Background: an optimization exercise with open tools, aiming at a short achievable clock period and few clock cycles per item. Do not read the settings as production practice. In this exercise RTL edits were held to simulation tests only and were not proved equivalent to the original. Power is estimated from default activity; no workload was simulated.

===== design/flow/config.mk =====
export PLATFORM = sky130hd
export DESIGN_NAME = cpu_alu_with_flags
export DESIGN_NICKNAME = cpu_alu_with_flags
export VERILOG_FILES = /design/flow/design.v
export SDC_FILE = /design/flow/constraint.sdc
export NUM_CORES = 4
export LEC_CHECK = 0
export CAP_MARGIN = 20
export CORE_MARGIN = 2
export CORE_UTILIZATION = 40
export SETUP_SLACK_MARGIN = 5
export SLEW_MARGIN = 20
export SYNTH_HIERARCHICAL = 1
export SYNTH_MINIMUM_KEEP_SIZE = 0

===== design/flow/constraint.sdc =====
create_clock -name core_clock -period 9.0 [get_ports {aclk}]
set_input_delay 1.8000 -clock core_clock [delete_from_list [all_inputs] [get_ports {aclk}]]
set_output_delay 1.8000 -clock core_clock [all_outputs]
set_load 0.01 [all_outputs]

===== design/flow/design.v =====
module cafl_add #(parameter int W = 16) (
    input  logic [W-1:0] a,
    input  logic [W-1:0] b,
    input  logic         cin,
    output logic [W-1:0] sum,
    output logic         cout
);
    logic [W-1:0] g, p, x;
    logic [W:0]   c;
    cafl_gp  #(.W(W)) u_gp (.a(a), .b(b), .g(g), .p(p));
    cafl_xor #(.W(W)) u_x  (.a(a), .b(b), .y(x));
    cafl_pfx #(.W(W)) u_pf (.g(g), .p(p), .cin(cin), .c(c));
    cafl_xor #(.W(W)) u_s  (.a(x), .b(c[W-1:0]), .y(sum));
    assign cout = c[W];
endmodule
module cafl_gp #(parameter int W = 16) (
    input  logic [W-1:0] a,
    input  logic [W-1:0] b,
    output logic [W-1:0] g,
    output logic [W-1:0] p
);
    assign g = a & b;
    assign p = a | b;
endmodule
module cafl_xor #(parameter int W = 16) (
    input  logic [W-1:0] a,
    input  logic [W-1:0] b,
    output logic [W-1:0] y
);
    assign y = a ^ b;
endmodule
module cafl_pfx #(parameter int W = 16) (
    input  logic [W-1:0] g,
    input  logic [W-1:0] p,
    input  logic         cin,
    output logic [W:0]   c
);
    logic [W-1:0] gg, pp;
    always_comb begin
        gg = {g[W-1:1], g[0] | (p[0] & cin)};
        pp = p;
        for (int l = 1; l < W; l = l * 2) begin
            gg = gg | (pp & (gg << l));
            pp = pp & (pp << l);
        end
    end
    assign c = {gg, cin};
endmodule
module cafl_oh (
    input  logic [4:0]  op,
    output logic [31:0] oh
);
    always_comb begin
        oh = 32'd0;
        oh[op] = 1'b1;
    end
endmodule
module cafl_sel_dec (
    input  logic [4:0]  op,
    input  logic        mc_done,
    input  logic        s_zero,
    input  logic        dneg,
    output logic [27:0] sel
);
    logic [31:0] oh;
    always_comb begin
        oh = 32'd0;
        oh[op] = 1'b1;
    end
    logic g, div;
    assign g   = !mc_done;
    assign div = oh[5] | oh[6] | oh[7] | oh[8];
    assign sel[0]  = g & oh[0];                     
    assign sel[1]  = g & oh[1];                     
    assign sel[2]  = g & oh[22];                    
    assign sel[3]  = g & oh[2];                     
    assign sel[4]  = g & oh[23];                    
    assign sel[5]  = g & oh[9];                     
    assign sel[6]  = g & oh[10];                    
    assign sel[7]  = g & oh[11];                    
    assign sel[8]  = g & oh[12];                    
    assign sel[9]  = g & oh[13];                    
    assign sel[10] = g & oh[14];                    
    assign sel[11] = g & oh[15];                    
    assign sel[12] = g & oh[16];                    
    assign sel[13] = g & oh[17];                    
    assign sel[14] = g & oh[18];                    
    assign sel[15] = g & oh[19];                    
    assign sel[16] = g & oh[20];                    
    assign sel[17] = g & oh[21];                    
    assign sel[18] = g & (oh[30] | oh[31]);         
    assign sel[19] = g & oh[30];                    
    assign sel[20] = g & oh[31];                    
    assign sel[21] = g & (oh[25] | oh[26] | oh[27] | oh[28] | oh[29]);    
    assign sel[22] = g & div & s_zero;              
    assign sel[23] = g & (oh[5] | oh[6]) & !s_zero;                      
    assign sel[24] = g & (oh[7] | (oh[8] & !dneg)) & !s_zero;            
    assign sel[25] = g & oh[8] & dneg & !s_zero;                         
    assign sel[26] = g & !(oh[21] | oh[30] | oh[31] | oh[25] | oh[26] | oh[27] | oh[28]
                          | oh[29] | (div & s_zero));                    
    assign sel[27] = g;
endmodule
module cafl_arith (
    input  logic [15:0] d,
    input  logic [15:0] s,
    input  logic        ci,
    output logic [16:0] add0,
    output logic [16:0] add1,
    output logic [16:0] sub0,
    output logic [16:0] sub1,
    output logic [15:0] r_inc,
    output logic [15:0] r_dec,
    output logic [15:0] r_neg,
    output logic [15:0] r_sm2,          
    output logic        z_add0,
    output logic        z_add1,
    output logic        z_sub1,
    output logic        z_sm2,
    output logic        s_lt            
);
    function automatic logic sum_zero(input logic [15:0] a, input logic [15:0] b,
                                      input logic cin);
        logic [15:0] x, o;
        x = a ^ b;
        o = a | b;
        sum_zero = (x == {o[14:0], cin});
    endfunction
    logic c_add0, c_add1, c_sub0, c_sub1;
    cafl_add #(.W(16)) u_add0 (.a(d), .b(s), .cin(1'b0), .sum(add0[15:0]), .cout(c_add0));
    cafl_add #(.W(16)) u_add1 (.a(d), .b(s), .cin(ci), .sum(add1[15:0]), .cout(c_add1));
    cafl_add #(.W(16)) u_sub0 (.a(d), .b(~s), .cin(1'b1), .sum(sub0[15:0]), .cout(c_sub0));
    cafl_add #(.W(16)) u_sub1 (.a(d), .b(~s), .cin(!ci), .sum(sub1[15:0]), .cout(c_sub1));
    assign add0[16] = c_add0;
    assign add1[16] = c_add1;
    assign sub0[16] = !c_sub0;          
    assign sub1[16] = !c_sub1;
    logic c_inc, c_dec, c_neg, c_sm2;
    cafl_add #(.W(16)) u_inc (.a(d), .b(16'd0), .cin(1'b1), .sum(r_inc), .cout(c_inc));
    cafl_add #(.W(16)) u_dec (.a(d), .b(16'hFFFF), .cin(1'b0), .sum(r_dec), .cout(c_dec));
    cafl_add #(.W(16)) u_neg (.a(~d), .b(16'd0), .cin(1'b1), .sum(r_neg), .cout(c_neg));
    cafl_add #(.W(16)) u_sm2 (.a(d), .b({s[14:0], 1'b0}), .cin(1'b0), .sum(r_sm2), .cout(c_sm2));
    assign z_add0 = sum_zero(d, s, 1'b0);
    assign z_add1 = sum_zero(d, s, ci);
    assign z_sub1 = sum_zero(d, ~s, !ci);
    assign z_sm2  = sum_zero(d, {s[14:0], 1'b0}, 1'b0);
    assign s_lt   = (d[15] ^ s[15]) ? d[15] : sub0[16];
endmodule
module cafl_shift (
    input  logic [15:0] d,
    input  logic [15:0] s,
    output logic [15:0] r_shl,
    output logic [15:0] r_shr,
    output logic [15:0] r_sar,
    output logic [15:0] r_rol,
    output logic [15:0] r_ror,
    output logic        z_shl,
    output logic        z_shr,
    output logic        z_sar,
    output logic        bit_clr             
);
    function automatic logic [15:0] rol16(input logic [15:0] x, input logic [3:0] n);
        logic [15:0] y;
        y = x;
        if (n[0]) y = {y[14:0], y[15]};
        if (n[1]) y = {y[13:0], y[15:14]};
        if (n[2]) y = {y[11:0], y[15:12]};
        if (n[3]) y = {y[7:0], y[15:8]};
        rol16 = y;
    endfunction
    function automatic logic [15:0] ror16(input logic [15:0] x, input logic [3:0] n);
        logic [15:0] y;
        y = x;
        if (n[0]) y = {y[0], y[15:1]};
        if (n[1]) y = {y[1:0], y[15:2]};
        if (n[2]) y = {y[3:0], y[15:4]};
        if (n[3]) y = {y[7:0], y[15:8]};
        ror16 = y;
    endfunction
    logic [3:0]  rot;
    logic        big;
    logic [15:0] keep_lo, keep_hi;      
    assign rot = s[3:0];
    assign big = |s[15:4];
    assign r_shl = big ? 16'd0 : (d << rot);
    assign r_shr = big ? 16'd0 : (d >> rot);
    assign r_sar = big ? {16{d[15]}} : 16'($signed(d) >>> rot);
    assign r_rol = rol16(d, rot);
    assign r_ror = ror16(d, rot);
    assign keep_lo = 16'hFFFF >> rot;
    assign keep_hi = 16'hFFFF << rot;
    assign z_shl = big | ((d & keep_lo) == 16'd0);
    assign z_shr = big | ((d & keep_hi) == 16'd0);
    assign z_sar = big ? !d[15] : ((d & keep_hi) == 16'd0);
    assign bit_clr = !d[rot];
endmodule
module cafl_sel (
    input  logic [27:0] sel,
    input  logic [15:0] d,
    input  logic [15:0] s,
    input  logic [16:0] add0,
    input  logic [16:0] add1,
    input  logic [16:0] sub0,
    input  logic [16:0] sub1,
    input  logic [15:0] r_inc,
    input  logic [15:0] r_dec,
    input  logic [15:0] r_neg,
    input  logic [15:0] r_sm2,
    input  logic        z_add0,
    input  logic        z_add1,
    input  logic        z_sub1,
    input  logic        z_sm2,
    input  logic        s_lt,
    input  logic [15:0] r_shl,
    input  logic [15:0] r_shr,
    input  logic [15:0] r_sar,
    input  logic [15:0] r_rol,
    input  logic [15:0] r_ror,
    input  logic        z_shl,
    input  logic        z_shr,
    input  logic        z_sar,
    input  logic        bit_clr,
    output logic [20:0] rec
);
    logic s_zero, d_zero, d_eq_s, d_ones, lt1, smod_k1;
    assign s_zero  = (s == 16'd0);
    assign d_zero  = (d == 16'd0);
    assign d_eq_s  = (d == s);
    assign d_ones  = &d;
    assign lt1     = sub0[16];
    assign smod_k1 = add0[16];
    logic [15:0] res;
    logic        cy, zf;
    always_comb begin
        res = ({16{sel[0]}}  & s)
            | ({16{sel[1]}}  & add0[15:0])
            | ({16{sel[2]}}  & add1[15:0])
            | ({16{sel[3]}}  & sub0[15:0])
            | ({16{sel[4]}}  & sub1[15:0])
            | ({16{sel[5]}}  & (d & s))
            | ({16{sel[6]}}  & (d | s))
            | ({16{sel[7]}}  & (d ^ s))
            | ({16{sel[8]}}  & ~d)
            | ({16{sel[9]}}  & r_neg)
            | ({16{sel[10]}} & r_inc)
            | ({16{sel[11]}} & r_dec)
            | ({16{sel[12]}} & r_shl)
            | ({16{sel[13]}} & r_shr)
            | ({16{sel[14]}} & r_sar)
            | ({16{sel[15]}} & r_rol)
            | ({16{sel[16]}} & r_ror)
            | ({16{sel[17] | sel[18] | sel[21] | sel[22]}} & d)
            | {15'd0, sel[23] & !lt1}
            | ({16{sel[24] & lt1}} & d)
            | ({16{sel[24] & !lt1}} & sub0[15:0])
            | ({16{sel[25] & smod_k1}} & add0[15:0])
            | ({16{sel[25] & !smod_k1}} & r_sm2);
        cy = (sel[1] & add0[16]) | (sel[2] & add1[16])
           | (sel[3] & sub0[16]) | (sel[4] & sub1[16])
           | (sel[10] & d_ones) | (sel[11] & d_zero)
           | (sel[12] & d[15])
           | (sel[19] & lt1)
           | (sel[20] & s_lt);
        zf = (sel[0] & s_zero)
           | (sel[1] & z_add0) | (sel[2] & z_add1)
           | (sel[3] & d_eq_s) | (sel[4] & z_sub1)
           | (sel[5] & ((d & s) == 16'd0))
           | (sel[6] & d_zero & s_zero)
           | (sel[7] & d_eq_s)
           | (sel[8] & d_ones)
           | (sel[9] & d_zero)
           | (sel[10] & d_ones)
           | (sel[11] & (d == 16'd1))
           | (sel[12] & z_shl) | (sel[13] & z_shr) | (sel[14] & z_sar)
           | ((sel[15] | sel[16] | sel[21] | sel[22]) & d_zero)
           | (sel[17] & (bit_clr | d_zero))
           | (sel[18] & d_eq_s)
           | (sel[23] & lt1)
           | (sel[24] & (lt1 ? d_zero : d_eq_s))
           | (sel[25] & (smod_k1 ? z_add0 : z_sm2));
    end
    assign rec = {sel[22], sel[21], sel[26], zf, cy, res};
endmodule
module cafl_alu (
    input  logic [39:0] s_tdata,
    input  logic        mc_done,
    output logic [20:0] rec             
);
    logic [4:0]  op;
    logic [15:0] d, s;
    logic        ci;
    assign op = s_tdata[4:0];
    assign d  = s_tdata[20:5];
    assign s  = s_tdata[36:21];
    assign ci = s_tdata[37];
    logic [27:0] sel;
    cafl_sel_dec u_sdec (
        .op      (op),
        .mc_done (mc_done),
        .s_zero  (s == 16'd0),
        .dneg    (d[15]),
        .sel     (sel)
    );
    logic [16:0] add0, add1, sub0, sub1;
    logic [15:0] r_inc, r_dec, r_neg, r_sm2;
    logic        z_add0, z_add1, z_sub1, z_sm2, s_lt;
    cafl_arith u_arith (
        .d (d), .s (s), .ci (ci),
        .add0 (add0), .add1 (add1), .sub0 (sub0), .sub1 (sub1),
        .r_inc (r_inc), .r_dec (r_dec), .r_neg (r_neg), .r_sm2 (r_sm2),
        .z_add0 (z_add0), .z_add1 (z_add1), .z_sub1 (z_sub1), .z_sm2 (z_sm2),
        .s_lt (s_lt)
    );
    logic [15:0] r_shl, r_shr, r_sar, r_rol, r_ror;
    logic        z_shl, z_shr, z_sar, bit_clr;
    cafl_shift u_shift (
        .d (d), .s (s),
        .r_shl (r_shl), .r_shr (r_shr), .r_sar (r_sar), .r_rol (r_rol), .r_ror (r_ror),
        .z_shl (z_shl), .z_shr (z_shr), .z_sar (z_sar), .bit_clr (bit_clr)
    );
    cafl_sel u_sel (
        .sel (sel), .d (d), .s (s),
        .add0 (add0), .add1 (add1), .sub0 (sub0), .sub1 (sub1),
        .r_inc (r_inc), .r_dec (r_dec), .r_neg (r_neg), .r_sm2 (r_sm2),
        .z_add0 (z_add0), .z_add1 (z_add1), .z_sub1 (z_sub1), .z_sm2 (z_sm2),
        .s_lt (s_lt),
        .r_shl (r_shl), .r_shr (r_shr), .r_sar (r_sar), .r_rol (r_rol), .r_ror (r_ror),
        .z_shl (z_shl), .z_shr (z_shr), .z_sar (z_sar), .bit_clr (bit_clr),
        .rec (rec)
    );
endmodule
module cafl_dec (
    input  logic [39:0] s_tdata,
    output logic        is_mul,
    output logic        is_mdiv
);
    logic [4:0]  op;
    logic [15:0] d, s;
    assign op = s_tdata[4:0];
    assign d  = s_tdata[20:5];
    assign s  = s_tdata[36:21];
    logic [31:0] oh;
    cafl_oh u_oh (.op(op), .oh(oh));
    logic [16:0] dif2, sum2;
    logic        c_dif2, c_sum2, lt2, k2;
    cafl_add #(.W(17)) u_dif2 (.a({1'b0, d}), .b(~{s, 1'b0}), .cin(1'b1),
                               .sum(dif2), .cout(c_dif2));
    cafl_add #(.W(17)) u_sum2 (.a({1'b0, d}), .b({s, 1'b0}), .cin(1'b0),
                               .sum(sum2), .cout(c_sum2));
    assign lt2 = !c_dif2;
    assign k2  = c_sum2 | sum2[16];
    logic q_ok;
    assign q_ok = ((oh[5] | oh[7] | (oh[8] & !d[15]) | (oh[6] & !d[15] & !s[15])) & lt2)
                | (oh[8] & d[15] & k2);
    assign is_mul  = oh[3] | oh[4] | oh[24];
    assign is_mdiv = (oh[5] | oh[6] | oh[7] | oh[8]) & (s != 16'd0) & !q_ok;
endmodule
module cafl_div_cap (
    input  logic [39:0] s_tdata,
    output logic [15:0] a,
    output logic [15:0] b,
    output logic        negq,
    output logic        negr,
    output logic [2:0]  grp             
);
    logic [4:0]  op;
    logic [15:0] d, s;
    assign op = s_tdata[4:0];
    assign d  = s_tdata[20:5];
    assign s  = s_tdata[36:21];
    function automatic logic [4:0] nbits(input logic [15:0] x);
        nbits = 5'd0;
        for (int i = 0; i < 16; i++) if (x[i]) nbits = 5'(i + 1);
    endfunction
    logic d_ng, s_ng;
    assign d_ng = (op == 5'd6 || op == 5'd8) && d[15];
    assign s_ng = (op == 5'd6) && s[15];
    logic [15:0] nd, ns;
    logic        c_nd, c_ns;
    cafl_add #(.W(16)) u_nd (.a(~d), .b(16'd0), .cin(1'b1), .sum(nd), .cout(c_nd));
    cafl_add #(.W(16)) u_ns (.a(~s), .b(16'd0), .cin(1'b1), .sum(ns), .cout(c_ns));
    assign a    = d_ng ? nd : d;
    assign b    = s_ng ? ns : s;
    assign negq = d[15] ^ s[15];
    assign negr = d[15];
    logic [4:0] la_e, lb_e;
    logic [5:0] pd_e;
    assign la_e = d_ng ? (nbits(~d) + 5'd1) : nbits(d);
    assign lb_e = s_ng ? nbits(~s) : nbits(s);
    assign pd_e = {1'b0, la_e} - {1'b0, lb_e};
    always_comb begin
        case (pd_e)
            6'd0, 6'd1, 6'd2:    grp = 3'd0;
            6'd3, 6'd4, 6'd5:    grp = 3'd1;
            6'd6, 6'd7, 6'd8:    grp = 3'd2;
            6'd9, 6'd10, 6'd11:  grp = 3'd3;
            6'd12, 6'd13, 6'd14: grp = 3'd4;
            default:             grp = 3'd5;
        endcase
    end
endmodule
module cafl_div_setup (
    input  logic [15:0]       a,
    input  logic [15:0]       b,
    input  logic [2:0]        grp,
    input  logic [1:0]        dop,      
    input  logic              negq,
    input  logic              negr,
    output logic              early,
    output logic [20:0]       early_rec,
    output logic [7:1][20:0]  mk
);
    logic [16:0] amb;
    logic [15:0] bma, tbma;
    logic        a_lt_b, a_eq_b, a_zero;
    logic c_amb, c_bma, c_tbma, c_e;
    logic [16:0] e17;
    cafl_add #(.W(16)) u_amb  (.a(a), .b(~b), .cin(1'b1), .sum(amb[15:0]), .cout(c_amb));
    cafl_add #(.W(16)) u_bma  (.a(b), .b(~a), .cin(1'b1), .sum(bma), .cout(c_bma));
    cafl_add #(.W(16)) u_tbma (.a({b[14:0], 1'b0}), .b(~a), .cin(1'b1), .sum(tbma),
                               .cout(c_tbma));
    cafl_add #(.W(17)) u_e    (.a({1'b0, a}), .b(~{b, 1'b0}), .cin(1'b1), .sum(e17),
                               .cout(c_e));
    assign amb[16] = !c_amb;
    assign a_lt_b  = !c_amb;
    assign early   = !c_e;
    assign a_eq_b = (a == b);
    assign a_zero = (a == 16'd0);
    logic [15:0] res;
    logic        zf;
    always_comb begin
        case (dop)
            2'd0: begin
                res = a_lt_b ? 16'd0 : 16'd1;
                zf  = a_lt_b;
            end
            2'd1: begin
                res = a_lt_b ? 16'd0 : (negq ? 16'hFFFF : 16'd1);
                zf  = a_lt_b;
            end
            2'd2: begin
                res = a_lt_b ? a : amb[15:0];
                zf  = a_lt_b ? a_zero : a_eq_b;
            end
            default: begin
                res = a_lt_b ? ((negr && !a_zero) ? bma : a)
                             : ((negr && !a_eq_b) ? tbma : amb[15:0]);
                zf  = a_lt_b ? a_zero : a_eq_b;
            end
        endcase
    end
    assign early_rec = {3'b001, zf, 1'b0, res};
    logic [7:1][17:0] bm;
    assign bm[1] = {2'b00, b};
    assign bm[2] = {1'b0, b, 1'b0};
    logic c3, c5, c7;
    cafl_add #(.W(18)) u_b3 (.a({2'b00, b}), .b({1'b0, b, 1'b0}), .cin(1'b0), .sum(bm[3]),
                             .cout(c3));
    assign bm[4] = {b, 2'b00};
    cafl_add #(.W(18)) u_b5 (.a({2'b00, b}), .b({b, 2'b00}), .cin(1'b0), .sum(bm[5]),
                             .cout(c5));
    assign bm[6] = {bm[3][16:0], 1'b0};
    logic [18:0] b7;
    cafl_add #(.W(19)) u_b7 (.a({b, 3'b000}), .b(~{3'b000, b}), .cin(1'b1), .sum(b7),
                             .cout(c7));
    assign bm[7] = b7[17:0];
    for (genvar k = 1; k <= 7; k++) begin : g_mk
        assign mk[k] = {3'b000, bm[k]} << (3 * grp);
    end
endmodule
module cafl_div_iter (
    input  logic [15:0]      rem,
    input  logic [7:1][20:0] mk,
    output logic [2:0]       dig,
    output logic [15:0]      rem_n
);
    logic [7:1][21:0] rdiff;
    for (genvar k = 1; k <= 7; k++) begin : g_rdiff
        logic [20:0] df;
        logic        cf;
        cafl_add #(.W(21)) u_df (.a({5'd0, rem}), .b(~mk[k]), .cin(1'b1), .sum(df),
                                 .cout(cf));
        assign rdiff[k] = {!cf, df};
    end
    always_comb begin
        if      (!rdiff[7][21]) begin dig = 3'd7; rem_n = rdiff[7][15:0]; end
        else if (!rdiff[6][21]) begin dig = 3'd6; rem_n = rdiff[6][15:0]; end
        else if (!rdiff[5][21]) begin dig = 3'd5; rem_n = rdiff[5][15:0]; end
        else if (!rdiff[4][21]) begin dig = 3'd4; rem_n = rdiff[4][15:0]; end
        else if (!rdiff[3][21]) begin dig = 3'd3; rem_n = rdiff[3][15:0]; end
        else if (!rdiff[2][21]) begin dig = 3'd2; rem_n = rdiff[2][15:0]; end
        else if (!rdiff[1][21]) begin dig = 3'd1; rem_n = rdiff[1][15:0]; end
        else                    begin dig = 3'd0; rem_n = rem;            end
    end
endmodule
module cafl_div_fix (
    input  logic [15:0] quo,
    input  logic [15:0] rem,
    input  logic [15:0] b,
    input  logic [1:0]  dop,
    input  logic        negq,
    input  logic        negr,
    output logic [20:0] rec
);
    logic [15:0] nquo, bmr;
    logic        c_nq, c_bmr;
    cafl_add #(.W(16)) u_nq  (.a(~quo), .b(16'd0), .cin(1'b1), .sum(nquo), .cout(c_nq));
    cafl_add #(.W(16)) u_bmr (.a(b), .b(~rem), .cin(1'b1), .sum(bmr), .cout(c_bmr));
    logic [15:0] res;
    logic        zf;
    always_comb begin
        case (dop)
            2'd0:    res = quo;
            2'd1:    res = negq ? nquo : quo;
            2'd2:    res = rem;
            default: res = (negr && rem != 16'd0) ? bmr : rem;
        endcase
        zf = dop[1] ? (rem == 16'd0) : (quo == 16'd0);
    end
    assign rec = {3'b001, zf, 1'b0, res};
endmodule
module cafl_booth (
    input  logic [39:0] s_tdata,
    output logic [31:0] ma,             
    output logic [8:0]  bneg,
    output logic [8:0]  bone,
    output logic [8:0]  btwo,
    output logic        mulc_ci
);
    logic [4:0]  op;
    logic [15:0] d, s;
    logic        sx;
    assign op = s_tdata[4:0];
    assign d  = s_tdata[20:5];
    assign s  = s_tdata[36:21];
    assign sx = (op == 5'd4);
    logic [18:0] mb;
    assign mb = {{2{sx & s[15]}}, s, 1'b0};
    for (genvar i = 0; i < 9; i++) begin : g_dig
        assign bneg[i] = mb[2*i+2] & !(mb[2*i+1] & mb[2*i]);
        assign bone[i] = mb[2*i+1] ^ mb[2*i];
        assign btwo[i] = (mb[2*i+2] & !mb[2*i+1] & !mb[2*i])
                       | (!mb[2*i+2] & mb[2*i+1] & mb[2*i]);
    end
    assign ma      = {{16{sx & d[15]}}, d};
    assign mulc_ci = (op == 5'd24) & s_tdata[37];
endmodule
module cafl_mul_tree (
    input  logic [31:0] ma,
    input  logic [8:0]  bneg,
    input  logic [8:0]  bone,
    input  logic [8:0]  btwo,
    input  logic        mulc_ci,
    output logic [31:0] ps,
    output logic [31:0] pc
);
    logic [8:0][31:0] pp, mag;
    for (genvar i = 0; i < 9; i++) begin : g_pp
        assign mag[i] = (({32{bone[i]}} & ma) | ({32{btwo[i]}} & {ma[30:0], 1'b0}))
                      ^ {32{bneg[i]}};
        if (i == 0) begin : g_first
            assign pp[i] = mag[i];
        end else begin : g_rest
            assign pp[i] = (mag[i] << (2 * i)) | (32'(bneg[i-1]) << (2 * i - 2));
        end
    end
    function automatic logic [63:0] csa(input logic [31:0] a, input logic [31:0] b,
                                        input logic [31:0] c);
        logic [31:0] sv, cv;
        sv = a ^ b ^ c;
        cv = ((a & b) | (a & c) | (b & c)) << 1;
        csa = {cv, sv};
    endfunction
    logic [63:0] l1a, l1b, l1c, l2a, l2b, l3a, l4a;
    assign l1a = csa(pp[0], pp[1], pp[2]);
    assign l1b = csa(pp[3], pp[4], pp[5]);
    assign l1c = csa(pp[6], pp[7], pp[8]);
    assign l2a = csa(l1a[31:0], l1a[63:32], l1b[31:0]);
    assign l2b = csa(l1b[63:32], l1c[31:0], l1c[63:32]);
    assign l3a = csa(l2a[31:0], l2a[63:32], l2b[31:0]);
    assign l4a = csa(l3a[31:0], l3a[63:32], l2b[63:32]);
    assign ps = l4a[31:0];
    assign pc = {l4a[63:33], mulc_ci};
endmodule
module cafl_mul_fin (
    input  logic [31:0] ps,
    input  logic [31:0] pc,
    input  logic        smul,
    output logic [20:0] rec
);
    logic [31:0] prod;
    logic        c_prod;
    cafl_add #(.W(32)) u_cpa (.a(ps), .b(pc), .cin(1'b0), .sum(prod), .cout(c_prod));
    logic [15:0] x, o;
    logic        zf, cy;
    assign x  = ps[15:0] ^ pc[15:0];
    assign o  = ps[15:0] | pc[15:0];
    assign zf = (x == {o[14:0], 1'b0});
    assign cy = smul ? (!prod[31] && (prod[30:15] != 16'd0)) : (prod[31:16] != 16'd0);
    assign rec = {3'b001, zf, cy, prod[15:0]};
endmodule
module cpu_alu_with_flags (
    input  logic        aclk,
    input  logic        aresetn,
    input  logic        s_tvalid,
    output logic        s_tready,
    input  logic [39:0] s_tdata,
    output logic        m_tvalid,
    input  logic        m_tready,
    output logic [23:0] m_tdata
);
    logic        mc_done;
    logic [20:0] mc_rec;
    logic [20:0] alu_rec, p_rec;
    logic        is_mul, is_mdiv;
    cafl_alu u_alu (
        .s_tdata (s_tdata),
        .mc_done (mc_done),
        .rec     (alu_rec)
    );
    assign p_rec = alu_rec | ({21{mc_done}} & mc_rec);
    cafl_dec u_dec (
        .s_tdata (s_tdata),
        .is_mul  (is_mul),
        .is_mdiv (is_mdiv)
    );
    logic        rdy_r, ov_r, wp_r, rp_r;
    logic [1:0]  cnt_r;
    logic [20:0] q0_r, q1_r;
    logic        accept, take, p_v;
    logic [1:0]  cnt_n;
    logic        busy_n;
    assign s_tready = rdy_r;
    assign accept   = s_tvalid & rdy_r;
    assign take     = ov_r & m_tready;
    assign p_v      = (accept & !is_mul & !is_mdiv) | mc_done;
    assign cnt_n    = cnt_r + {1'b0, p_v} - {1'b0, take};
    always_ff @(posedge aclk) begin
        if (!aresetn) begin
            cnt_r <= 2'd0;
            ov_r  <= 1'b0;
            wp_r  <= 1'b0;
            rp_r  <= 1'b0;
            rdy_r <= 1'b1;
        end else begin
            cnt_r <= cnt_n;
            ov_r  <= (cnt_n != 2'd0);
            wp_r  <= wp_r ^ p_v;
            rp_r  <= rp_r ^ take;
            rdy_r <= (cnt_n != 2'd2) & !busy_n;
        end
    end
    always_ff @(posedge aclk) begin
        if (!wp_r && cnt_r != 2'd2) q0_r <= p_rec;
        if (wp_r && cnt_r != 2'd2)  q1_r <= p_rec;
    end
    assign m_tvalid = ov_r;
    assign m_tdata  = {3'b000, rp_r ? q1_r : q0_r};
    logic        st_m1, st_m2, st_s, st_it, st_f;
    logic        st_m1_n, st_m2_n, st_s_n, st_it_n, st_f_n;
    logic        early;
    logic [2:0]  cnt_it_r;
    assign st_m1_n = accept & is_mul;
    assign st_m2_n = st_m1;
    assign st_s_n  = accept & is_mdiv;
    assign st_it_n = (st_s & !early) | (st_it & (cnt_it_r != 3'd0));
    assign st_f_n  = st_it & (cnt_it_r == 3'd0);
    assign busy_n  = st_m1_n | st_m2_n | st_s_n | st_it_n | st_f_n;
    assign mc_done = st_m2 | (st_s & early) | st_f;
    always_ff @(posedge aclk) begin
        if (!aresetn) begin
            st_m1 <= 1'b0;
            st_m2 <= 1'b0;
            st_s  <= 1'b0;
            st_it <= 1'b0;
            st_f  <= 1'b0;
        end else begin
            st_m1 <= st_m1_n;
            st_m2 <= st_m2_n;
            st_s  <= st_s_n;
            st_it <= st_it_n;
            st_f  <= st_f_n;
        end
    end
    logic [31:0] ma, ma_r;
    logic [8:0]  bneg, bone, btwo, bneg_r, bone_r, btwo_r;
    logic        mulc_ci, mulc_ci_r, smul_r;
    logic [15:0] a, b, a_r, b_r;
    logic        negq, negr, negq_r, negr_r;
    logic [2:0]  grp, grp_r;
    logic [1:0]  dop_r;
    cafl_booth u_booth (
        .s_tdata (s_tdata),
        .ma      (ma),
        .bneg    (bneg),
        .bone    (bone),
        .btwo    (btwo),
        .mulc_ci (mulc_ci)
    );
    cafl_div_cap u_dcap (
        .s_tdata (s_tdata),
        .a       (a),
        .b       (b),
        .negq    (negq),
        .negr    (negr),
        .grp     (grp)
    );
    always_ff @(posedge aclk) begin
        if (accept) begin
            ma_r      <= ma;
            bneg_r    <= bneg;
            bone_r    <= bone;
            btwo_r    <= btwo;
            mulc_ci_r <= mulc_ci;
            smul_r    <= (s_tdata[4:0] == 5'd4);
            a_r       <= a;
            b_r       <= b;
            negq_r    <= negq;
            negr_r    <= negr;
            grp_r     <= grp;
            dop_r     <= 2'(s_tdata[4:0] - 5'd5);
        end
    end
    logic [31:0] ps, pc, ps_r, pc_r;
    logic [20:0] mul_rec;
    cafl_mul_tree u_mtree (
        .ma      (ma_r),
        .bneg    (bneg_r),
        .bone    (bone_r),
        .btwo    (btwo_r),
        .mulc_ci (mulc_ci_r),
        .ps      (ps),
        .pc      (pc)
    );
    always_ff @(posedge aclk) begin
        if (st_m1) begin
            ps_r <= ps;
            pc_r <= pc;
        end
    end
    cafl_mul_fin u_mfin (
        .ps   (ps_r),
        .pc   (pc_r),
        .smul (smul_r),
        .rec  (mul_rec)
    );
    logic [20:0]      early_rec, fix_rec;
    logic [7:1][20:0] mk, mk_r, mk_sh;
    logic [15:0]      rem_r, quo_r, rem_n;
    logic [2:0]       dig;
    cafl_div_setup u_dset (
        .a         (a_r),
        .b         (b_r),
        .grp       (grp_r),
        .dop       (dop_r),
        .negq      (negq_r),
        .negr      (negr_r),
        .early     (early),
        .early_rec (early_rec),
        .mk        (mk)
    );
    cafl_div_iter u_dit (
        .rem   (rem_r),
        .mk    (mk_r),
        .dig   (dig),
        .rem_n (rem_n)
    );
    cafl_div_fix u_dfix (
        .quo  (quo_r),
        .rem  (rem_r),
        .b    (b_r),
        .dop  (dop_r),
        .negq (negq_r),
        .negr (negr_r),
        .rec  (fix_rec)
    );
    for (genvar k = 1; k <= 7; k++) begin : g_mksh
        assign mk_sh[k] = mk_r[k] >> 3;
    end
    always_ff @(posedge aclk) begin
        if (st_s) begin
            rem_r    <= a_r;
            quo_r    <= 16'd0;
            cnt_it_r <= grp_r;
            mk_r     <= mk;
        end
        if (st_it) begin
            rem_r    <= rem_n;
            quo_r    <= {quo_r[12:0], dig};
            cnt_it_r <= cnt_it_r - 3'd1;
            mk_r     <= mk_sh;
        end
    end
    assign mc_rec = st_m2 ? mul_rec : (st_s ? early_rec : fix_rec);
endmodule

===== design/flow/run.sh =====
#!/bin/bash
# synth_recipe.tcl (not shown) runs the flow's synth.tcl, then flattens the netlist and writes it again
# the make line also repeats each setting of config.mk as NAME=value (left out here)
make -C /OpenROAD-flow-scripts/flow DESIGN_CONFIG=/design/flow/config.mk WORK_HOME=/design/flow/orfs CLKGATE_MAP_FILE= SYNTH_SCRIPT=/design/flow/synth_recipe.tcl finish

==> results of run 1 <==
[stage by stage]
step	hold WS [ns]	instance area [µm²]	util [%]	instances	setup slack [ns]
global placement	0.4084	69660	42.27	10190	2.319
CTS	0.4304	76500	46.42	10530	4.446
global route	0.4379	78100	47.39	10630	4.258
finish	0.4269	78100	47.39	10630	4.211
detailed placement	0.4160	69660	42.27	10190	2.251
floorplan	0.4548	68240	-	8291	4.296
[layout by cell type, fill, tap and decap left out, types with 59 or more instances in the layout]
cell type                     n
sky130_fd_sc_hd__xor2_1    1016
sky130_fd_sc_hd__inv_1      574
sky130_fd_sc_hd__and2_2     508
sky130_fd_sc_hd__or2_1      484
sky130_fd_sc_hd__conb_1     471
sky130_fd_sc_hd__edfxtp_1   367
sky130_fd_sc_hd__nand2_1    333
sky130_fd_sc_hd__buf_4      322
sky130_fd_sc_hd__nor2_1     317
sky130_fd_sc_hd__a21oi_1    300
sky130_fd_sc_hd__a22oi_1    276
sky130_fd_sc_hd__a21o_1     257
sky130_fd_sc_hd__o21ai_0    239
sky130_fd_sc_hd__xnor2_1    165
sky130_fd_sc_hd__a22o_1     160
sky130_fd_sc_hd__mux2i_1    152
sky130_fd_sc_hd__fa_1       148
sky130_fd_sc_hd__ha_1       138
sky130_fd_sc_hd__mux2_2      99
sky130_fd_sc_hd__nor2b_1     76
sky130_fd_sc_hd__a211oi_1    71
sky130_fd_sc_hd__nand3_1     71
sky130_fd_sc_hd__nand4_1     68
sky130_fd_sc_hd__buf_12      65
sky130_fd_sc_hd__o21a_1      61
sky130_fd_sc_hd__o21ai_1     60
sky130_fd_sc_hd__mux4_2      59
sky130_fd_sc_hd__buf_6       59
[power breakdown]
group          internal, µW  leakage (µW)  switching [µW]
clock                  1200      0.000810             903
sequential             2950       0.00374             331
combinational          5420        0.0292            7540
[area by class of cell]
class                   instances  area, µm²  share of cell area [%]
diodes                          4      10.01                 0.01282
flip-flops and latches        399      11670                   14.94
clock inverters                37      435.4                  0.5575
well taps                    2189       2739                   3.507
clock buffers                  53       1250                   1.600
inverters                     639       2514                   3.218
repair buffers                554       6784                   8.686
repair inverters                2      12.51                 0.01602
multi-input cells            6753      52690                   67.46
[routing by layer]
layer	wire length (µm)	share of wire, %	track usage (%)
met5	90	0.035	0
met4	19920	7.7	18.46
met3	19710	7.6	4.144
met2	117000	45	47.18
met1	101900	39	36.23
[state kept, by name, indices dropped and copies added (netlist names), 21 cells and up]
name / flops
ps_r: 32
ma_r: 32
q0_r: 21
pc_r: 32
mk_r: 147
q1_r: 21
[worst max-delay path by stage]
stage	end	startpoint	slack, ns	cells past startpoint
global route	rdy_r$_SDFF_PN1_	s_tdata[14]	4.26	19
CTS	q1_r[14]$_DFFE_PP_	s_tdata[23]	4.45	13
finish	q1_r[14]$_DFFE_PP_	s_tdata[23]	4.21	13
global placement	q0_r[14]$_DFFE_PP_	s_tdata[27]	2.32	14
detailed placement	q1_r[14]$_DFFE_PP_	s_tdata[27]	2.25	14
floorplan	q0_r[17]$_DFFE_PP_	s_tdata[23]	4.30	15
[what timing repair did]
action                                 CTS  global route
endpoints found under the hold margin    0             0
setup endpoints to repair              146            92
gates resized for setup                581           145
gates cloned                            44             5
pin swaps                              116            96
buffers inserted                       212            89
[worst max-delay path: cells and delay by family]
family                 cells  cell delay, ns
AOI/OAI and AO/OA          8            2.15
and+or+nand+nor            2            0.56
buffers and inverters      2            0.29
muxes                      1            0.34
==> reports/metrics.json, run 1 <==
{
  "placed_design": {
    "place.detailed.hpwl_um": 174800,
    "routabilityCongestion": 1.026,
    "number_of_buffer_cells_added_on_primary_ports": 64
  },
  "setup_path": {
    "timing.critical_path.slowest_cell_delay_ns": 0.43,
    "worst_r2r_path_depth": 19,
    "type_of_the_worst_setup_path": "in -> reg",
    "timing.critical_path.from_type": "input pin",
    "crit_path_top_delay_cell": "sky130_fd_sc_hd__a2111o_1",
    "worstReg2RegStart": "b_r[1]$_DFFE_PN_",
    "regToRegEndpoint": "q1_r[7]$_DFFE_PP_",
    "cp.arrival_ns": 5.15,
    "setup.reg_to_reg.worst_slack_ns": 4.54,
    "cp_max_fo": 8,
    "critical_path.cell_chain": "buf_16 > buf_16 > or2_4 > a21o_1 > a31o_4 > o21a_1 > a2111o_1 > a31o_4 > mux2_4 > a22oi_2 > nand4_1 > a211o_1 > o21bai_4",
    "worstPathRequired_ns": 9.37,
    "worst_setup_path_end_kind": "flop"
  },
  "cts": {
    "clock_latency_ns": 0.67,
    "clk_pin_slew_ns": 0.06,
    "htree_levels": 2,
    "cts_max_path_buffers": 3,
    "cts_tree": "yes",
    "clock_sink_count": 399,
    "cts-root-buf": "sky130_fd_sc_hd__clkbuf_16",
    "postCtsHoldBufs": 0,
    "cts_inserted_buffers": 48
  },
  "floorplan": {
    "die_x_um": 411.2,
    "start_util_pct": 40.25,
    "design.die.area_um2": 169100,
    "die_y_um": 411.2,
    "core.rowCount": 149,
    "io_pins": 70,
    "core_um2": 164800
  },
  "cells_and_area": {
    "layout-area-overhead-vs-synth_pct": 17.76,
    "number_of_filler_cells_placed_in_the_layout": 15760,
    "nets": 8736,
    "drive_above_1_share_pct": 21.82
  },
  "detailed_routing": {
    "post-route-drc-count": 0,
    "final_antenna_net_count": 0,
    "route.detailed.vias_per_inst": 5.834,
    "drt_iter0_markers": 6662,
    "drt_wl_cell_um": 24.33,
    "dr.pass1.iters": 8,
    "routed_wirelength_um": 258600,
    "route.vias.total": 62020
  },
  "outcome": {
    "result_of_the_run": "complete, no violations"
  },
  "global_route": {
    "grt_antenna_before_repair": 7,
    "grt-ovfl-total": 0,
    "first_global_vias": 58860,
    "grt_start_max_net_pins": 100,
    "groute.usage.overall_pct": 29.09,
    "grt_first_pass_wirelength_um": 374300
  },
  "hold_path": {
    "hold_end": "pc_r[0]$_DFFE_PP_",
    "class_of_the_most_critical_hold_timing_path": "reg -> reg",
    "whs_path_depth": 0,
    "worstHoldStart": "mulc_ci_r$_DFFE_PN_"
  },
  "logic_synthesis": {
    "netlist_instances": 7837,
    "yosysWarningCount": 23,
    "post_synth_instance_area_um2": 66330,
    "avgSynthCellArea_um2": 8.463
  },
  "timing": {
    "tightest_slew_ns": 1.165,
    "post-route-min-period_ns": 4.789,
    "period_share_pct": 53.21,
    "rsz0062_at_grt": "true",
    "fin_skew_ns": 0.04883,
    "timing.slew.headroom_pct": 22.32,
    "timing.final.max_slew_violations": 0,
    "hold_violations": 0,
    "totalNegativeSetupSlack_ns": 0,
    "max_freq_mhz": 208.8,
    "setup-violations-final": 0
  },
  "flow_run": {
    "cap_violations": 0
  },
  "power_and_ir_drop": {
    "ir_drop_mv": 0.4026,
    "power_leakage_uw": 0.03372,
    "totalPowerFinal_uw": 18350,
    "power_density_nw_per_um2": 234.9
  }
}
Testbench counts, summed over its fixed seeds: cycles 10,351, items 8,000.
==> inputs of run 2 (changes only) <==
--- a/design/flow/design.v
+++ b/design/flow/design.v
@@ -156,7 +156,7 @@
     output logic        z_shl,
     output logic        z_shr,
     output logic        z_sar,
-    output logic        bit_clr             
+    output logic        z_btst              
 );
     function automatic logic [15:0] rol16(input logic [15:0] x, input logic [3:0] n);
         logic [15:0] y;
@@ -191,55 +191,94 @@
     assign z_shl = big | ((d & keep_lo) == 16'd0);
     assign z_shr = big | ((d & keep_hi) == 16'd0);
     assign z_sar = big ? !d[15] : ((d & keep_hi) == 16'd0);
-    assign bit_clr = !d[rot];
+    assign z_btst = !d[rot] | (d == 16'd0);
+endmodule
+module cafl_misc (
+    input  logic [15:0] d,
+    input  logic [15:0] s,
+    output logic [15:0] r_and,
+    output logic [15:0] r_or,
+    output logic [15:0] r_xor,
+    output logic [15:0] r_not,
+    output logic        s_zero,
+    output logic        d_zero,
+    output logic        d_eq_s,
+    output logic        d_ones,
+    output logic        d_one,
+    output logic        z_and,
+    output logic        z_or
+);
+    assign r_and  = d & s;
+    assign r_or   = d | s;
+    assign r_xor  = d ^ s;
+    assign r_not  = ~d;
+    assign s_zero = (s == 16'd0);
+    assign d_zero = (d == 16'd0);
+    assign d_eq_s = (d == s);
+    assign d_ones = &d;
+    assign d_one  = (d == 16'd1);
+    assign z_and  = ((d & s) == 16'd0);
+    assign z_or   = ((d | s) == 16'd0);
 endmodule
 module cafl_sel (
     input  logic [27:0] sel,
+    input  logic        mc_done,
+    input  logic [20:0] mc_rec,
     input  logic [15:0] d,
     input  logic [15:0] s,
-    input  logic [16:0] add0,
-    input  logic [16:0] add1,
-    input  logic [16:0] sub0,
-    input  logic [16:0] sub1,
+    input  logic [15:0] add0,
+    input  logic [15:0] add1,
+    input  logic [15:0] sub0,
+    input  logic [15:0] sub1,
     input  logic [15:0] r_inc,
     input  logic [15:0] r_dec,
     input  logic [15:0] r_neg,
     input  logic [15:0] r_sm2,
-    input  logic        z_add0,
-    input  logic        z_add1,
-    input  logic        z_sub1,
-    input  logic        z_sm2,
-    input  logic        s_lt,
+    input  logic [15:0] r_and,
+    input  logic [15:0] r_or,
+    input  logic [15:0] r_xor,
+    input  logic [15:0] r_not,
     input  logic [15:0] r_shl,
     input  logic [15:0] r_shr,
     input  logic [15:0] r_sar,
     input  logic [15:0] r_rol,
     input  logic [15:0] r_ror,
+    input  logic        c_add0,
+    input  logic        c_add1,
+    input  logic        lt1,
+    input  logic        bor1,
+    input  logic        s_lt,
+    input  logic        z_add0,
+    input  logic        z_add1,
+    input  logic        z_sub1,
+    input  logic        z_sm2,
+    input  logic        s_zero,
+    input  logic        d_zero,
+    input  logic        d_eq_s,
+    input  logic        d_ones,
+    input  logic        d_one,
+    input  logic        z_and,
+    input  logic        z_or,
     input  logic        z_shl,
     input  logic        z_shr,
     input  logic        z_sar,
-    input  logic        bit_clr,
+    input  logic        z_btst,
     output logic [20:0] rec
 );
-    logic s_zero, d_zero, d_eq_s, d_ones, lt1, smod_k1;
-    assign s_zero  = (s == 16'd0);
-    assign d_zero  = (d == 16'd0);
-    assign d_eq_s  = (d == s);
-    assign d_ones  = &d;
-    assign lt1     = sub0[16];
-    assign smod_k1 = add0[16];
+    logic        k1;
     logic [15:0] res;
     logic        cy, zf;
+    assign k1 = c_add0;
     always_comb begin
         res = ({16{sel[0]}}  & s)
-            | ({16{sel[1]}}  & add0[15:0])
-            | ({16{sel[2]}}  & add1[15:0])
-            | ({16{sel[3]}}  & sub0[15:0])
-            | ({16{sel[4]}}  & sub1[15:0])
-            | ({16{sel[5]}}  & (d & s))
-            | ({16{sel[6]}}  & (d | s))
-            | ({16{sel[7]}}  & (d ^ s))
-            | ({16{sel[8]}}  & ~d)
+            | ({16{sel[1]}}  & add0)
+            | ({16{sel[2]}}  & add1)
+            | ({16{sel[3]}}  & sub0)
+            | ({16{sel[4]}}  & sub1)
+            | ({16{sel[5]}}  & r_and)
+            | ({16{sel[6]}}  & r_or)
+            | ({16{sel[7]}}  & r_xor)
+            | ({16{sel[8]}}  & r_not)
             | ({16{sel[9]}}  & r_neg)
             | ({16{sel[10]}} & r_inc)
             | ({16{sel[11]}} & r_dec)
@@ -251,39 +290,45 @@
             | ({16{sel[17] | sel[18] | sel[21] | sel[22]}} & d)
             | {15'd0, sel[23] & !lt1}
             | ({16{sel[24] & lt1}} & d)
-            | ({16{sel[24] & !lt1}} & sub0[15:0])
-            | ({16{sel[25] & smod_k1}} & add0[15:0])
-            | ({16{sel[25] & !smod_k1}} & r_sm2);
-        cy = (sel[1] & add0[16]) | (sel[2] & add1[16])
-           | (sel[3] & sub0[16]) | (sel[4] & sub1[16])
+            | ({16{sel[24] & !lt1}} & sub0)
+            | ({16{sel[25] & k1}} & add0)
+            | ({16{sel[25] & !k1}} & r_sm2)
+            | ({16{mc_done}} & mc_rec[15:0]);
+        cy = (sel[1] & c_add0) | (sel[2] & c_add1)
+           | (sel[3] & lt1) | (sel[4] & bor1)
            | (sel[10] & d_ones) | (sel[11] & d_zero)
            | (sel[12] & d[15])
            | (sel[19] & lt1)
-           | (sel[20] & s_lt);
+           | (sel[20] & s_lt)
+           | (mc_done & mc_rec[16]);
         zf = (sel[0] & s_zero)
            | (sel[1] & z_add0) | (sel[2] & z_add1)
            | (sel[3] & d_eq_s) | (sel[4] & z_sub1)
-           | (sel[5] & ((d & s) == 16'd0))
-           | (sel[6] & d_zero & s_zero)
+           | (sel[5] & z_and)
+           | (sel[6] & z_or)
            | (sel[7] & d_eq_s)
            | (sel[8] & d_ones)
            | (sel[9] & d_zero)
            | (sel[10] & d_ones)
-           | (sel[11] & (d == 16'd1))
+           | (sel[11] & d_one)
            | (sel[12] & z_shl) | (sel[13] & z_shr) | (sel[14] & z_sar)
            | ((sel[15] | sel[16] | sel[21] | sel[22]) & d_zero)
-           | (sel[17] & (bit_clr | d_zero))
+           | (sel[17] & z_btst)
            | (sel[18] & d_eq_s)
            | (sel[23] & lt1)
-           | (sel[24] & (lt1 ? d_zero : d_eq_s))
-           | (sel[25] & (smod_k1 ? z_add0 : z_sm2));
+           | (sel[24] & lt1 & d_zero)
+           | (sel[24] & !lt1 & d_eq_s)
+           | (sel[25] & k1 & z_add0)
+           | (sel[25] & !k1 & z_sm2)
+           | (mc_done & mc_rec[17]);
     end
-    assign rec = {sel[22], sel[21], sel[26], zf, cy, res};
+    assign rec = {sel[22], sel[21], sel[26] | mc_done, zf, cy, res};
 endmodule
 module cafl_alu (
     input  logic [39:0] s_tdata,
     input  logic        mc_done,
-    output logic [20:0] rec             
+    input  logic [20:0] mc_rec,
+    output logic [20:0] rec
 );
     logic [4:0]  op;
     logic [15:0] d, s;
@@ -292,11 +337,19 @@
     assign d  = s_tdata[20:5];
     assign s  = s_tdata[36:21];
     assign ci = s_tdata[37];
+    logic [15:0] r_and, r_or, r_xor, r_not;
+    logic        s_zero, d_zero, d_eq_s, d_ones, d_one, z_and, z_or;
+    cafl_misc u_misc (
+        .d (d), .s (s),
+        .r_and (r_and), .r_or (r_or), .r_xor (r_xor), .r_not (r_not),
+        .s_zero (s_zero), .d_zero (d_zero), .d_eq_s (d_eq_s), .d_ones (d_ones),
+        .d_one (d_one), .z_and (z_and), .z_or (z_or)
+    );
     logic [27:0] sel;
     cafl_sel_dec u_sdec (
         .op      (op),
         .mc_done (mc_done),
-        .s_zero  (s == 16'd0),
+        .s_zero  (s_zero),
         .dneg    (d[15]),
         .sel     (sel)
     );
@@ -311,20 +364,24 @@
         .s_lt (s_lt)
     );
     logic [15:0] r_shl, r_shr, r_sar, r_rol, r_ror;
-    logic        z_shl, z_shr, z_sar, bit_clr;
+    logic        z_shl, z_shr, z_sar, z_btst;
     cafl_shift u_shift (
         .d (d), .s (s),
         .r_shl (r_shl), .r_shr (r_shr), .r_sar (r_sar), .r_rol (r_rol), .r_ror (r_ror),
-        .z_shl (z_shl), .z_shr (z_shr), .z_sar (z_sar), .bit_clr (bit_clr)
+        .z_shl (z_shl), .z_shr (z_shr), .z_sar (z_sar), .z_btst (z_btst)
     );
     cafl_sel u_sel (
-        .sel (sel), .d (d), .s (s),
-        .add0 (add0), .add1 (add1), .sub0 (sub0), .sub1 (sub1),
+        .sel (sel), .mc_done (mc_done), .mc_rec (mc_rec), .d (d), .s (s),
+        .add0 (add0[15:0]), .add1 (add1[15:0]), .sub0 (sub0[15:0]), .sub1 (sub1[15:0]),
         .r_inc (r_inc), .r_dec (r_dec), .r_neg (r_neg), .r_sm2 (r_sm2),
-        .z_add0 (z_add0), .z_add1 (z_add1), .z_sub1 (z_sub1), .z_sm2 (z_sm2),
-        .s_lt (s_lt),
+        .r_and (r_and), .r_or (r_or), .r_xor (r_xor), .r_not (r_not),
         .r_shl (r_shl), .r_shr (r_shr), .r_sar (r_sar), .r_rol (r_rol), .r_ror (r_ror),
-        .z_shl (z_shl), .z_shr (z_shr), .z_sar (z_sar), .bit_clr (bit_clr),
+        .c_add0 (add0[16]), .c_add1 (add1[16]), .lt1 (sub0[16]), .bor1 (sub1[16]),
+        .s_lt (s_lt),
+        .z_add0 (z_add0), .z_add1 (z_add1), .z_sub1 (z_sub1), .z_sm2 (z_sm2),
+        .s_zero (s_zero), .d_zero (d_zero), .d_eq_s (d_eq_s), .d_ones (d_ones),
+        .d_one (d_one), .z_and (z_and), .z_or (z_or),
+        .z_shl (z_shl), .z_shr (z_shr), .z_sar (z_sar), .z_btst (z_btst),
         .rec (rec)
     );
 endmodule
@@ -402,53 +459,20 @@
     input  logic [15:0]       a,
     input  logic [15:0]       b,
     input  logic [2:0]        grp,
-    input  logic [1:0]        dop,      
-    input  logic              negq,
-    input  logic              negr,
-    output logic              early,
-    output logic [20:0]       early_rec,
+    output logic              early,    
+    output logic [15:0]       quo0,     
+    output logic [15:0]       rem0,
     output logic [7:1][20:0]  mk
 );
-    logic [16:0] amb;
-    logic [15:0] bma, tbma;
-    logic        a_lt_b, a_eq_b, a_zero;
-    logic c_amb, c_bma, c_tbma, c_e;
+    logic [15:0] amb;
     logic [16:0] e17;
-    cafl_add #(.W(16)) u_amb  (.a(a), .b(~b), .cin(1'b1), .sum(amb[15:0]), .cout(c_amb));
-    cafl_add #(.W(16)) u_bma  (.a(b), .b(~a), .cin(1'b1), .sum(bma), .cout(c_bma));
-    cafl_add #(.W(16)) u_tbma (.a({b[14:0], 1'b0}), .b(~a), .cin(1'b1), .sum(tbma),
-                               .cout(c_tbma));
+    logic        c_amb, c_e;
+    cafl_add #(.W(16)) u_amb  (.a(a), .b(~b), .cin(1'b1), .sum(amb), .cout(c_amb));
     cafl_add #(.W(17)) u_e    (.a({1'b0, a}), .b(~{b, 1'b0}), .cin(1'b1), .sum(e17),
                                .cout(c_e));
-    assign amb[16] = !c_amb;
-    assign a_lt_b  = !c_amb;
-    assign early   = !c_e;
-    assign a_eq_b = (a == b);
-    assign a_zero = (a == 16'd0);
-    logic [15:0] res;
-    logic        zf;
-    always_comb begin
-        case (dop)
-            2'd0: begin
-                res = a_lt_b ? 16'd0 : 16'd1;
-                zf  = a_lt_b;
-            end
-            2'd1: begin
-                res = a_lt_b ? 16'd0 : (negq ? 16'hFFFF : 16'd1);
-                zf  = a_lt_b;
-            end
-            2'd2: begin
-                res = a_lt_b ? a : amb[15:0];
-                zf  = a_lt_b ? a_zero : a_eq_b;
-            end
-            default: begin
-                res = a_lt_b ? ((negr && !a_zero) ? bma : a)
-                             : ((negr && !a_eq_b) ? tbma : amb[15:0]);
-                zf  = a_lt_b ? a_zero : a_eq_b;
-            end
-        endcase
-    end
-    assign early_rec = {3'b001, zf, 1'b0, res};
+    assign early = !c_e;
+    assign quo0  = {15'd0, c_amb};
+    assign rem0  = c_amb ? amb : a;
     logic [7:1][17:0] bm;
     assign bm[1] = {2'b00, b};
     assign bm[2] = {1'b0, b, 1'b0};
@@ -610,14 +634,15 @@
 );
     logic        mc_done;
     logic [20:0] mc_rec;
-    logic [20:0] alu_rec, p_rec;
+    logic        busy0;             
+    logic [20:0] p_rec;
     logic        is_mul, is_mdiv;
     cafl_alu u_alu (
         .s_tdata (s_tdata),
         .mc_done (mc_done),
-        .rec     (alu_rec)
+        .mc_rec  (mc_rec),
+        .rec     (p_rec)
     );
-    assign p_rec = alu_rec | ({21{mc_done}} & mc_rec);
     cafl_dec u_dec (
         .s_tdata (s_tdata),
         .is_mul  (is_mul),
@@ -626,14 +651,27 @@
     logic        rdy_r, ov_r, wp_r, rp_r;
     logic [1:0]  cnt_r;
     logic [20:0] q0_r, q1_r;
-    logic        accept, take, p_v;
-    logic [1:0]  cnt_n;
-    logic        busy_n;
+    logic        accept, take, multi;
+    logic [1:0]  cnt0, cnt1;        
+    logic [4:0]  nxt_m0, nxt_m1, nxt_na, nxt;
     assign s_tready = rdy_r;
     assign accept   = s_tvalid & rdy_r;
     assign take     = ov_r & m_tready;
-    assign p_v      = (accept & !is_mul & !is_mdiv) | mc_done;
-    assign cnt_n    = cnt_r + {1'b0, p_v} - {1'b0, take};
+    assign multi    = is_mul | is_mdiv;
+    assign cnt0     = cnt_r - {1'b0, take};
+    assign cnt1     = cnt_r + {1'b0, !take};
+    assign nxt_m0 = {cnt1, 1'b1, !wp_r, cnt1 != 2'd2};
+    assign nxt_m1 = {cnt0, cnt0 != 2'd0, wp_r, 1'b0};
+    assign nxt_na = mc_done ? {cnt1, 1'b1, !wp_r, !busy0 & (cnt1 != 2'd2)}
+                            : {cnt0, cnt0 != 2'd0, wp_r, !busy0 & (cnt0 != 2'd2)};
+    cafl_late u_late (
+        .a   (accept),
+        .m   (multi),
+        .xm0 (nxt_m0),
+        .xm1 (nxt_m1),
+        .xna (nxt_na),
+        .y   (nxt)
+    );
     always_ff @(posedge aclk) begin
         if (!aresetn) begin
             cnt_r <= 2'd0;
@@ -642,11 +680,8 @@
             rp_r  <= 1'b0;
             rdy_r <= 1'b1;
         end else begin
-            cnt_r <= cnt_n;
-            ov_r  <= (cnt_n != 2'd0);
-            wp_r  <= wp_r ^ p_v;
-            rp_r  <= rp_r ^ take;
-            rdy_r <= (cnt_n != 2'd2) & !busy_n;
+            {cnt_r, ov_r, wp_r, rdy_r} <= nxt;
+            rp_r <= rp_r ^ take;
         end
     end
     always_ff @(posedge aclk) begin
@@ -663,9 +698,9 @@
     assign st_m2_n = st_m1;
     assign st_s_n  = accept & is_mdiv;
     assign st_it_n = (st_s & !early) | (st_it & (cnt_it_r != 3'd0));
-    assign st_f_n  = st_it & (cnt_it_r == 3'd0);
-    assign busy_n  = st_m1_n | st_m2_n | st_s_n | st_it_n | st_f_n;
-    assign mc_done = st_m2 | (st_s & early) | st_f;
+    assign st_f_n  = (st_s & early) | (st_it & (cnt_it_r == 3'd0));
+    assign busy0   = st_m1 | st_s | st_it;
+    assign mc_done = st_m2 | st_f;
     always_ff @(posedge aclk) begin
         if (!aresetn) begin
             st_m1 <= 1'b0;
@@ -743,7 +778,8 @@
         .smul (smul_r),
         .rec  (mul_rec)
     );
-    logic [20:0]      early_rec, fix_rec;
+    logic [20:0]      fix_rec;
+    logic [15:0]      quo0, rem0;
     logic [7:1][20:0] mk, mk_r, mk_sh;
     logic [15:0]      rem_r, quo_r, rem_n;
     logic [2:0]       dig;
@@ -751,11 +787,9 @@
         .a         (a_r),
         .b         (b_r),
         .grp       (grp_r),
-        .dop       (dop_r),
-        .negq      (negq_r),
-        .negr      (negr_r),
         .early     (early),
-        .early_rec (early_rec),
+        .quo0      (quo0),
+        .rem0      (rem0),
         .mk        (mk)
     );
     cafl_div_iter u_dit (
@@ -778,8 +812,8 @@
     end
     always_ff @(posedge aclk) begin
         if (st_s) begin
-            rem_r    <= a_r;
-            quo_r    <= 16'd0;
+            rem_r    <= early ? rem0 : a_r;
+            quo_r    <= early ? quo0 : 16'd0;
             cnt_it_r <= grp_r;
             mk_r     <= mk;
         end
@@ -790,5 +824,15 @@
             mk_r     <= mk_sh;
         end
     end
-    assign mc_rec = st_m2 ? mul_rec : (st_s ? early_rec : fix_rec);
+    assign mc_rec = st_m2 ? mul_rec : fix_rec;
+endmodule
+module cafl_late (
+    input  logic       a,
+    input  logic       m,
+    input  logic [4:0] xm0,
+    input  logic [4:0] xm1,
+    input  logic [4:0] xna,
+    output logic [4:0] y
+);
+    assign y = a ? (m ? xm1 : xm0) : xna;
 endmodule
==> design/flow/flow/run.sh (new file) <==
#!/bin/bash
# The standard layout (the standard.sh, standard synthesis included) with two
# changes to placement and timing repair: the input and output port buffers are
# sky130_fd_sc_hd__buf_4 cells instead of the slow delay buffer the platform
# picks, and timing repair may resize a cell to any drive strength, not only to
# cells of the same footprint. The make output goes to standard_flow.log; each
# ORFS step keeps its own log under orfs/logs.
set -euo pipefail
bash standard.sh MATCH_CELL_FOOTPRINT=0 \
    "BUFFER_PORTS_ARGS=-buffer_cell sky130_fd_sc_hd__buf_4" finish > standard_flow.log 2>&1
==> design/flow/standard.sh (new file) <==
#!/bin/bash
# synth_recipe.tcl (not shown) runs the flow's synth.tcl, then flattens the netlist and writes it again
# the make line also repeats each setting of config.mk as NAME=value (left out here)
make -C /OpenROAD-flow-scripts/flow DESIGN_CONFIG=/design/flow/config.mk WORK_HOME=/design/flow/orfs CLKGATE_MAP_FILE= SYNTH_SCRIPT=/design/flow/synth_recipe.tcl "${@:-finish}"
removed: design/flow/run.sh
==> run 2 against run 1 <==
Effect of this change: global-route usage down 0.93 points; sequential power down 17%; utilization is 1.1 points lower; clock skew up 0.043 ns; largest cell class unchanged; highest routed layer unchanged; sequential share of layout area is 0.94 points higher; routed wire length shrank 7.5%.
==> reports/metrics.json, run 2 <==
{
  "cts": {
    "cts_inserted_buffers": {"value": 51, "change": "was 48"},
    "cts-root-buf": {"value": "sky130_fd_sc_hd__clkbuf_16", "change": "unchanged"},
    "cts_tree": {"value": "yes", "change": "unchanged"},
    "clock_sink_count": {"value": 399, "change": "unchanged"},
    "cts_max_path_buffers": {"value": 3, "change": "unchanged"},
    "postCtsHoldBufs": {"value": 0, "change": "unchanged"},
    "clock_latency": {"value": 0.70, "unit": "ns", "change": "was 0.67 ns"},
    "htree_levels": {"value": 2, "change": "unchanged"},
    "clk_pin_slew": {"value": 0.06, "unit": "ns", "change": "about the same"}
  },
  "outcome": {
    "result_of_the_run": {"value": "complete, no violations", "change": "unchanged"}
  },
  "detailed_routing": {
    "post-route-drc-count": {"value": 0, "change": "unchanged"},
    "drt_wl_cell": {"value": 23.82, "unit": "µm", "change": "was 24.33 µm"},
    "route.detailed.vias_per_inst": {"value": 5.824, "change": "was 5.834"},
    "drt_iter0_markers": {"value": 6695, "change": "was 6662"},
    "routed_wirelength": {"value": 239100, "unit": "µm", "change": "was 258600 µm"},
    "final_antenna_net_count": {"value": 0, "change": "unchanged"},
    "dr.pass1.iters": {"value": 7, "change": "was 8"},
    "route.vias.total": {"value": 58470, "change": "was 62020"}
  },
  "timing": {
    "max_freq": {"value": 234.2, "unit": "MHz", "change": "was 208.8 MHz"},
    "period_share": {"value": 47.45, "unit": "%", "change": "was 53.21%"},
    "post-route-min-period": {"value": 4.270, "unit": "ns", "change": "was 4.789 ns"},
    "fin_skew": {"value": 0.09164, "unit": "ns", "change": "was 0.04883 ns"},
    "fin_ws": {"value": 4.730, "unit": "ns", "change": "was 4.211 ns"},
    "hold_violations": {"value": 0, "change": "unchanged"},
    "tightest_slew": {"value": 1.239, "unit": "ns", "change": "was 1.165 ns"},
    "timing.final.max_slew_violations": {"value": 0, "change": "unchanged"},
    "totalNegativeSetupSlack": {"value": 0, "unit": "ns", "change": "unchanged"},
    "setup-violations-final": {"value": 0, "change": "unchanged"},
    "timing.slew.headroom": {"value": 17.11, "unit": "%", "change": "was 22.32%"}
  },
  "setup_path": {
    "timing.critical_path.from_type": {"value": "input pin", "change": "unchanged"},
    "type_of_the_worst_setup_path": {"value": "in -> reg", "change": "unchanged"},
    "crit_path_top_delay_cell": {"value": "sky130_fd_sc_hd__a2111o_1", "change": "unchanged"},
    "timing.critical_path.slowest_cell_delay": {"value": 0.41, "unit": "ns", "change": "was 0.43 ns"},
    "cp.arrival": {"value": 4.66, "unit": "ns", "change": "was 5.15 ns"},
    "cp_max_fo": {"value": 6, "change": "was 8"},
    "critical_path.cell_chain": {"value": "buf_16 > buf_16 > buf_12 > buf_6 > clkinvlp_4 > or2_4 > a31o_4 > o21a_1 > a2111o_1 > a21o_2 > xor2_2 > a22oi_2 > nand4_1 > a21oi_2 > nand3_2", "change": "was buf_16 > buf_16 > or2_4 > a21o_1 > a31o_4 > o21a_1 > a2111o_1 > a31o_4 > mux2_4 > a22oi_2 > nand4_1 > a211o_1 > o21bai_4"},
    "critical_path_buf_inv_count": {"value": 5, "change": "was 2"},
    "worstPathRequired": {"value": 9.39, "unit": "ns", "change": "was 9.37 ns"},
    "critical_path.top_delay_family": {"value": "compound AO/OA/AOI/OAI gates", "change": "unchanged"},
    "worst_setup_path_end_kind": {"value": "flop", "change": "unchanged"}
  },
  "logic_synthesis": {
    "yosysWarningCount": {"value": 22, "change": "was 23"},
    "netlist_instances": {"value": 7480, "change": "was 7837"},
    "avgSynthCellArea": {"value": 8.544, "unit": "µm²", "change": "was 8.463 µm²"},
    "post_synth_instance_area": {"value": 63910, "unit": "µm²", "change": "was 66330 µm²"}
  },
  "floorplan": {
    "core.rowCount": {"value": 146, "change": "was 149"},
    "die_x": {"value": 403.7, "unit": "µm", "change": "was 411.2 µm"},
    "design.die.area": {"value": 163000, "unit": "µm²", "change": "was 169100 µm²"},
    "start_util": {"value": 40.30, "unit": "%", "change": "was 40.25%"},
    "die_y": {"value": 403.7, "unit": "µm", "change": "was 411.2 µm"},
    "core": {"value": 158600, "unit": "µm²", "change": "was 164800 µm²"},
    "io_pins": {"value": 70, "change": "unchanged"}
  },
  "cells_and_area": {
    "most_common_library_cell_in_the_layout_ignoring_fill_and_taps": {"value": "sky130_fd_sc_hd__xor2_1", "change": "unchanged"},
    "top_library_cells_by_usage_in_the_layout_fill_and_taps_aside": {"value": "958 x sky130_fd_sc_hd__xor2_1, 586 x sky130_fd_sc_hd__inv_1, 482 x sky130_fd_sc_hd__and2_2", "change": "was 1016 x sky130_fd_sc_hd__xor2_1, 574 x sky130_fd_sc_hd__inv_1, 508 x sky130_fd_sc_hd__and2_2"},
    "layout-area-overhead-vs-synth": {"value": 14.92, "unit": "%", "change": "was 17.76%"},
    "number_of_filler_cells_placed_in_the_layout": {"value": 15250, "change": "was 15760"},
    "largest_reg_flops": {"value": 147, "change": "unchanged"},
    "largest_register": {"value": "mk_r", "change": "unchanged"},
    "nets": {"value": 8257, "change": "was 8736"}
  },
  "power_and_ir_drop": {
    "ir_drop": {"value": 0.2495, "unit": "mV", "change": "was 0.4026 mV"},
    "power_leakage": {"value": 0.03154, "unit": "µW", "change": "was 0.03372 µW"}
  },
  "global_route": {
    "groute.usage.overall": {"value": 28.16, "unit": "%", "change": "was 29.09%"},
    "first_global_vias": {"value": 55850, "change": "was 58860"},
    "grt_first_pass_wirelength": {"value": 352300, "unit": "µm", "change": "was 374300 µm"},
    "grt-ovfl-total": {"value": 0, "change": "unchanged"},
    "grt_antenna_before_repair": {"value": 12, "change": "was 7"}
  },
  "placed_design": {
    "place.detailed.hpwl": {"value": 161000, "unit": "µm", "change": "was 174800 µm"},
    "pre_cts_ws": {"value": 3.108, "unit": "ns", "change": "was 2.251 ns"},
    "number_of_buffer_cells_added_on_primary_ports": {"value": 64, "change": "unchanged"},
    "routabilityCongestion": {"value": 0.9738, "change": "was 1.026"}
  },
  "hold_path": {
    "class_of_the_most_critical_hold_timing_path": {"value": "reg -> reg", "change": "unchanged"}
  },
  "flow_run": {
    "cap_violations": {"value": 0, "change": "unchanged"}
  }
}
[run 2: routing by layer]
layer / part of all wire (%) / vias up / global-route usage, %
li1: - / 26780 / -
met1: 42 / 28220 / 37.93
met2: 43 / 2763 / 43.36
met3: 8.9 / 700 / 4.712
met4: 6.1 / 6 / 14.38
met5: 0.015 / - / 0
[run 2: final cells by class]
cell class	instances	area, µm²	area share (%)
clock inverters	37	457.9	0.6236
repair inverters	3	20.02	0.02726
repair buffers	420	4707	6.409
well taps	2072	2592	3.530
flip-flops and latches	399	11670	15.89
inverters	634	2499	3.402
multi-input cells	6408	50160	68.31
diodes	8	20.02	0.02726
clock buffers	58	1313	1.787
[run 2: worst reg2reg max path, stage by stage (launching register included)]
cell and delay, ns:
sky130_fd_sc_hd__edfxtp_1 0.43, sky130_fd_sc_hd__or2_4 0.30, sky130_fd_sc_hd__a21oi_4 0.20, sky130_fd_sc_hd__o221ai_4 0.15, sky130_fd_sc_hd__a311oi_4 0.39, sky130_fd_sc_hd__o31ai_4 0.14, sky130_fd_sc_hd__a31oi_4 0.26, sky130_fd_sc_hd__buf_6 0.14
sky130_fd_sc_hd__inv_2 0.03, sky130_fd_sc_hd__xor2_1 0.14, sky130_fd_sc_hd__nor4_1 0.30, sky130_fd_sc_hd__nand3_1 0.21, sky130_fd_sc_hd__a211oi_2 0.21, sky130_fd_sc_hd__a21oi_2 0.10, sky130_fd_sc_hd__mux2_4 0.31, sky130_fd_sc_hd__a22o_1 0.19
sky130_fd_sc_hd__a221oi_2 0.17, sky130_fd_sc_hd__nand3_1 0.17
[run 2: metrics by stage]
stage                     hold slack, ns  std cells  area, µm²  util (%)  total power, µW
after floorplan                   0.4833       7934      65740         -             7893
after global placement            0.4040       9678      66740     42.09             9902
after detailed placement          0.4144       9679      66770     42.11            10060
after CTS                         0.4223       9962      72210     45.54            12570
after global routing              0.4465      10030      73420     46.30            13770
final                             0.4195      10040      73440     46.32            12840
[run 2: timing repair]
| item | CTS | global route |
|---|---|---|
| pin swaps | 89 | 55 |
| setup buffers | 159 | 68 |
| cloned | 29 | 1 |
| gates resized for setup | 373 | 151 |
| setup endpoints to repair | 152 | 80 |
[run 2: path summary, 6_finish.rpt]
check	from	end	slack, ns	depth (start not counted)
hold / removal	mulc_ci_r$_DFFE_PN_	pc_r[0]$_DFFE_PP_	0.42	0
setup / recovery	s_tdata[7]	q0_r[15]$_DFFE_PP_	4.73	15
hold reg to reg	mulc_ci_r$_DFFE_PN_	pc_r[0]$_DFFE_PP_	0.42	0
setup reg to reg	pc_r[2]$_DFFE_PP_	q0_r[16]$_DFFE_PP_	4.80	17
[run 2: power breakdown]
| group | internal (µW) | leakage, µW | switching (µW) |
|---|---|---|---|
| registers | 2550 | 0.00373 | 178 |
| clock network | 1240 | 0.000836 | 954 |
| logic | 3250 | 0.0270 | 4670 |
| total | 7040 | 0.0315 | 5800 |
Testbench counts of run 2, summed over its fixed seeds: cycles 10,488, items 8,000.
